Context: an optimization exercise on an open-source flow, tuned for small area, a short achievable clock period and few clock cycles. The choices shown serve that exercise and are no tape-out recipe.
In this exercise RTL edits were held to simulation tests only and were not proved equivalent to the original.
Power is estimated from default activity; no workload was simulated.

==> flow/design.v (excerpt) <==
module matmul_top (
  input  wire        clk,
  input  wire        reset_n,
  input  wire        dut_valid,
  output wire        dut_ready,
  output wire [11:0] input_read_address,
  input  wire [31:0] input_read_data,
  output wire [11:0] weight_read_address,
  input  wire [31:0] weight_read_data,
  output wire        result_write_enable,
  output wire [11:0] result_write_address,
  output wire [31:0] result_write_data
);
Size in the first run: about 2400 cells after synthesis, about 390 flip-flops, roughly 140 I/O pins, about 25000 um2 of cells after synthesis.
clock: 10.0 ns
lec_check: 0
cap_margin: 20
core_margin: 2
core_utilization: 40
slew_margin: 20
standard.sh (not shown) runs the stock make flow with config.mk's settings and CLKGATE_MAP_FILE= SYNTH_SCRIPT=/design/flow/synth_recipe.tcl, a recipe that flattens the netlist after the stock synthesis.
==> flow/flow/run.sh <==
#!/bin/bash
# Standard ORFS layout, with repair_timing aiming for extra setup slack (and
# free to change cell footprints) so the resizer sizes the datapath for a
# shorter period than the 10 ns constraint; port buffers use buf_1; the
# clock tree uses larger sink clusters.
set -euo pipefail
bash standard.sh synth > synth.log 2>&1
bash standard.sh SETUP_SLACK_MARGIN=6.9 MATCH_CELL_FOOTPRINT=0 \
  "BUFFER_PORTS_ARGS=-buffer_cell sky130_fd_sc_hd__buf_1" \
  CTS_CLUSTER_SIZE=25 CTS_CLUSTER_DIAMETER=150 CORE_UTILIZATION=70 finish > layout.log 2>&1
The starting point completed without violations.
Testbench counts at the start, summed over its fixed seeds: cycles 70,323.
==> next run, changes <==
--- a/flow/flow/run.sh
+++ b/flow/flow/run.sh
@@ -8 +8 @@
-bash standard.sh SETUP_SLACK_MARGIN=6.9 MATCH_CELL_FOOTPRINT=0 \
+bash standard.sh SETUP_SLACK_MARGIN=7.0 MATCH_CELL_FOOTPRINT=0 \
After rerunning:
- routed wire length grows by 4.9%
- core utilization rose by 2.9 points
- clock-buffer cell count rose by 1
==> next run, changes <==
--- a/flow/flow/run.sh
+++ b/flow/flow/run.sh
@@ -8 +8 @@
-bash standard.sh SETUP_SLACK_MARGIN=7.0 MATCH_CELL_FOOTPRINT=0 \
+bash standard.sh SETUP_SLACK_MARGIN=6.8 MATCH_CELL_FOOTPRINT=0 \
Routed wire length shrinks by a few percent.
Critical path depth is unchanged.
Hold slack improved by 0.0042 ns.
Global-route usage shrinks by 0.69 points.
Clock skew grows by 0.0036 ns.
Clock-buffer cell count shrinks by 1.
Synthesized area stays the same.
Power shrinks by a few percent.
Sequential power is about the same.
Setup slack got worse by 0.11 ns.
Design area shrinks by a few percent.

* * *

the reference run:
Another version of the RTL of matmul_top (not shown whole).
Size: roughly 2,500 cells after synthesis, roughly 140 I/O pins.
==> flow/design.v (excerpt) <==
module matmul_top (
  input  wire        clk,
  input  wire        reset_n,
  input  wire        dut_valid,
  output wire        dut_ready,
  output wire [11:0] input_read_address,
  input  wire [31:0] input_read_data,
  output wire [11:0] weight_read_address,
  input  wire [31:0] weight_read_data,
  output wire        result_write_enable,
  output wire [11:0] result_write_address,
  output wire [31:0] result_write_data
);
Settings: LEC_CHECK=0, CAP_MARGIN=20, CORE_MARGIN=2, CORE_UTILIZATION=40, SLEW_MARGIN=20; clock period 10.0 ns.
==> flow/flow/run.sh <==
#!/bin/bash
# Standard ORFS layout, with repair_timing aiming for extra setup slack (and
# free to change cell footprints) so the resizer sizes the datapath for a
# shorter period than the 10 ns constraint; port buffers use buf_1.
set -euo pipefail
bash standard.sh synth > synth.log 2>&1
bash standard.sh SETUP_SLACK_MARGIN=6.9 MATCH_CELL_FOOTPRINT=0 \
  "BUFFER_PORTS_ARGS=-buffer_cell sky130_fd_sc_hd__buf_1" finish > layout.log 2>&1
Testbench counts of the reference run, summed over its fixed seeds: cycles 70,323.
--- input diff the reference run..the trial run ---
==> flow/flow/run.sh <==
#!/bin/bash
# Standard ORFS layout, with repair_timing aiming for extra setup slack (and
# free to change cell footprints) so the resizer sizes the datapath for a
# shorter period than the 10 ns constraint.
set -euo pipefail
bash standard.sh synth > synth.log 2>&1
bash standard.sh SETUP_SLACK_MARGIN=6.9 MATCH_CELL_FOOTPRINT=0 finish > layout.log 2>&1
Findings:
Diff the reference run -> the trial run: via count neither gained nor lost much, shortest clock period the worst path allows after layout lost 0.0058 ns, TritonCTS buffer count neither gained nor lost much, quantity of gates resized following cts picked up an extra 88. Between the reference run and the trial run, the worst reg-to-reg setup slack figures differ only marginally. Combinational power grows by a few percent when moving from the reference run to the trial run.

* * *

matmul_top, a different RTL version from the one above (not shown whole).
For scale: ~2400 cells after synthesis, ~400 flip-flops, roughly 140 I/O pins, ~25000 um^2 of cells after synthesis.
==> flow/config.mk <==
export PLATFORM = sky130hd
export DESIGN_NAME = matmul_top
export DESIGN_NICKNAME = matmul_top
export VERILOG_FILES = /design/flow/design.v
export SDC_FILE = /design/flow/constraint.sdc
export NUM_CORES = 4
export LEC_CHECK = 0
export CAP_MARGIN = 20
export CORE_MARGIN = 2
export CORE_UTILIZATION = 40
export SLEW_MARGIN = 20
==> flow/constraint.sdc <==
create_clock -name core_clock -period 10.0 [get_ports {clk}]
set_input_delay 2.0000 -clock core_clock [delete_from_list [all_inputs] [get_ports {clk}]]
set_output_delay 2.0000 -clock core_clock [all_outputs]
set_load 0.01 [all_outputs]
==> flow/flow/run.sh <==
#!/bin/bash
# Standard ORFS layout, with repair_timing aiming for extra setup slack (and
# free to change cell footprints) so the resizer sizes the datapath for a
# shorter period than the 10 ns constraint; port buffers use buf_1; the
# clock tree uses larger sink clusters.
set -euo pipefail
bash standard.sh synth > synth.log 2>&1
bash standard.sh SETUP_SLACK_MARGIN=6.9 MATCH_CELL_FOOTPRINT=0 \
  "BUFFER_PORTS_ARGS=-buffer_cell sky130_fd_sc_hd__buf_1" \
  CTS_CLUSTER_SIZE=25 CTS_CLUSTER_DIAMETER=150 CORE_UTILIZATION=60 finish > layout.log 2>&1
Testbench counts at the start, summed over its fixed seeds: cycles 70,323.
==> next run, changes <==
--- a/flow/flow/run.sh
+++ b/flow/flow/run.sh
@@ -9,2 +9,2 @@
   "BUFFER_PORTS_ARGS=-buffer_cell sky130_fd_sc_hd__buf_1" \
-  CTS_CLUSTER_SIZE=25 CTS_CLUSTER_DIAMETER=150 CORE_UTILIZATION=60 finish > layout.log 2>&1
+  CTS_CLUSTER_SIZE=25 CTS_CLUSTER_DIAMETER=150 CORE_UTILIZATION=70 finish > layout.log 2>&1
=>
- design area is about the same
- global-route usage went up by 4.2 points
- non-clock buffer count went up by 1

[separate check: timing with driven ports]
Ports are ideal in the flow. The routed layouts listed here were re-timed in OpenROAD. Step 1, drivers: a clkbuf_16 drives clk and a buf_2 each remaining input, both assumed. Step 2 moves the port delays by t, midway between the first and last clock arrival at a register: inputs arrive t later, outputs are due t later. That takes back most of the time a late clock gives input paths. a / b / c = ideal ports / drivers / drivers and shift; a / b = the first two.
run	shift t [ns]	slack for setup (ns)	worst register clock-pin slew, ns	worst slew at a driven data input, ns	cell pins on the clock port's net
the first run of note 1	0.591	6.925 / 6.870 / 6.948	0.10 / 0.10	0.08	1
the second run of note 1	0.601	6.959 / 6.901 / 6.968	0.11 / 0.11	0.08	1
the third run of note 1	0.595	6.848 / 6.792 / 6.851	0.10 / 0.10	0.08	1
the reference run	0.660	6.774 / 6.774 / 6.774	0.07 / 0.07	0.11	1
the trial run	0.644	6.779 / 6.779 / 6.435	0.07 / 0.07	0.10	1
the first run of note 3	0.617	6.931 / 6.874 / 6.841	0.11 / 0.11	0.08	1
the second run of note 3	0.609	6.925 / 6.870 / 6.800	0.10 / 0.10	0.07	1
After both steps setup and hold are still met in every run listed. For the trial run, which loses most, drivers alone change the setup slack by 0.000 ns; drivers and shift together by -0.344 ns.
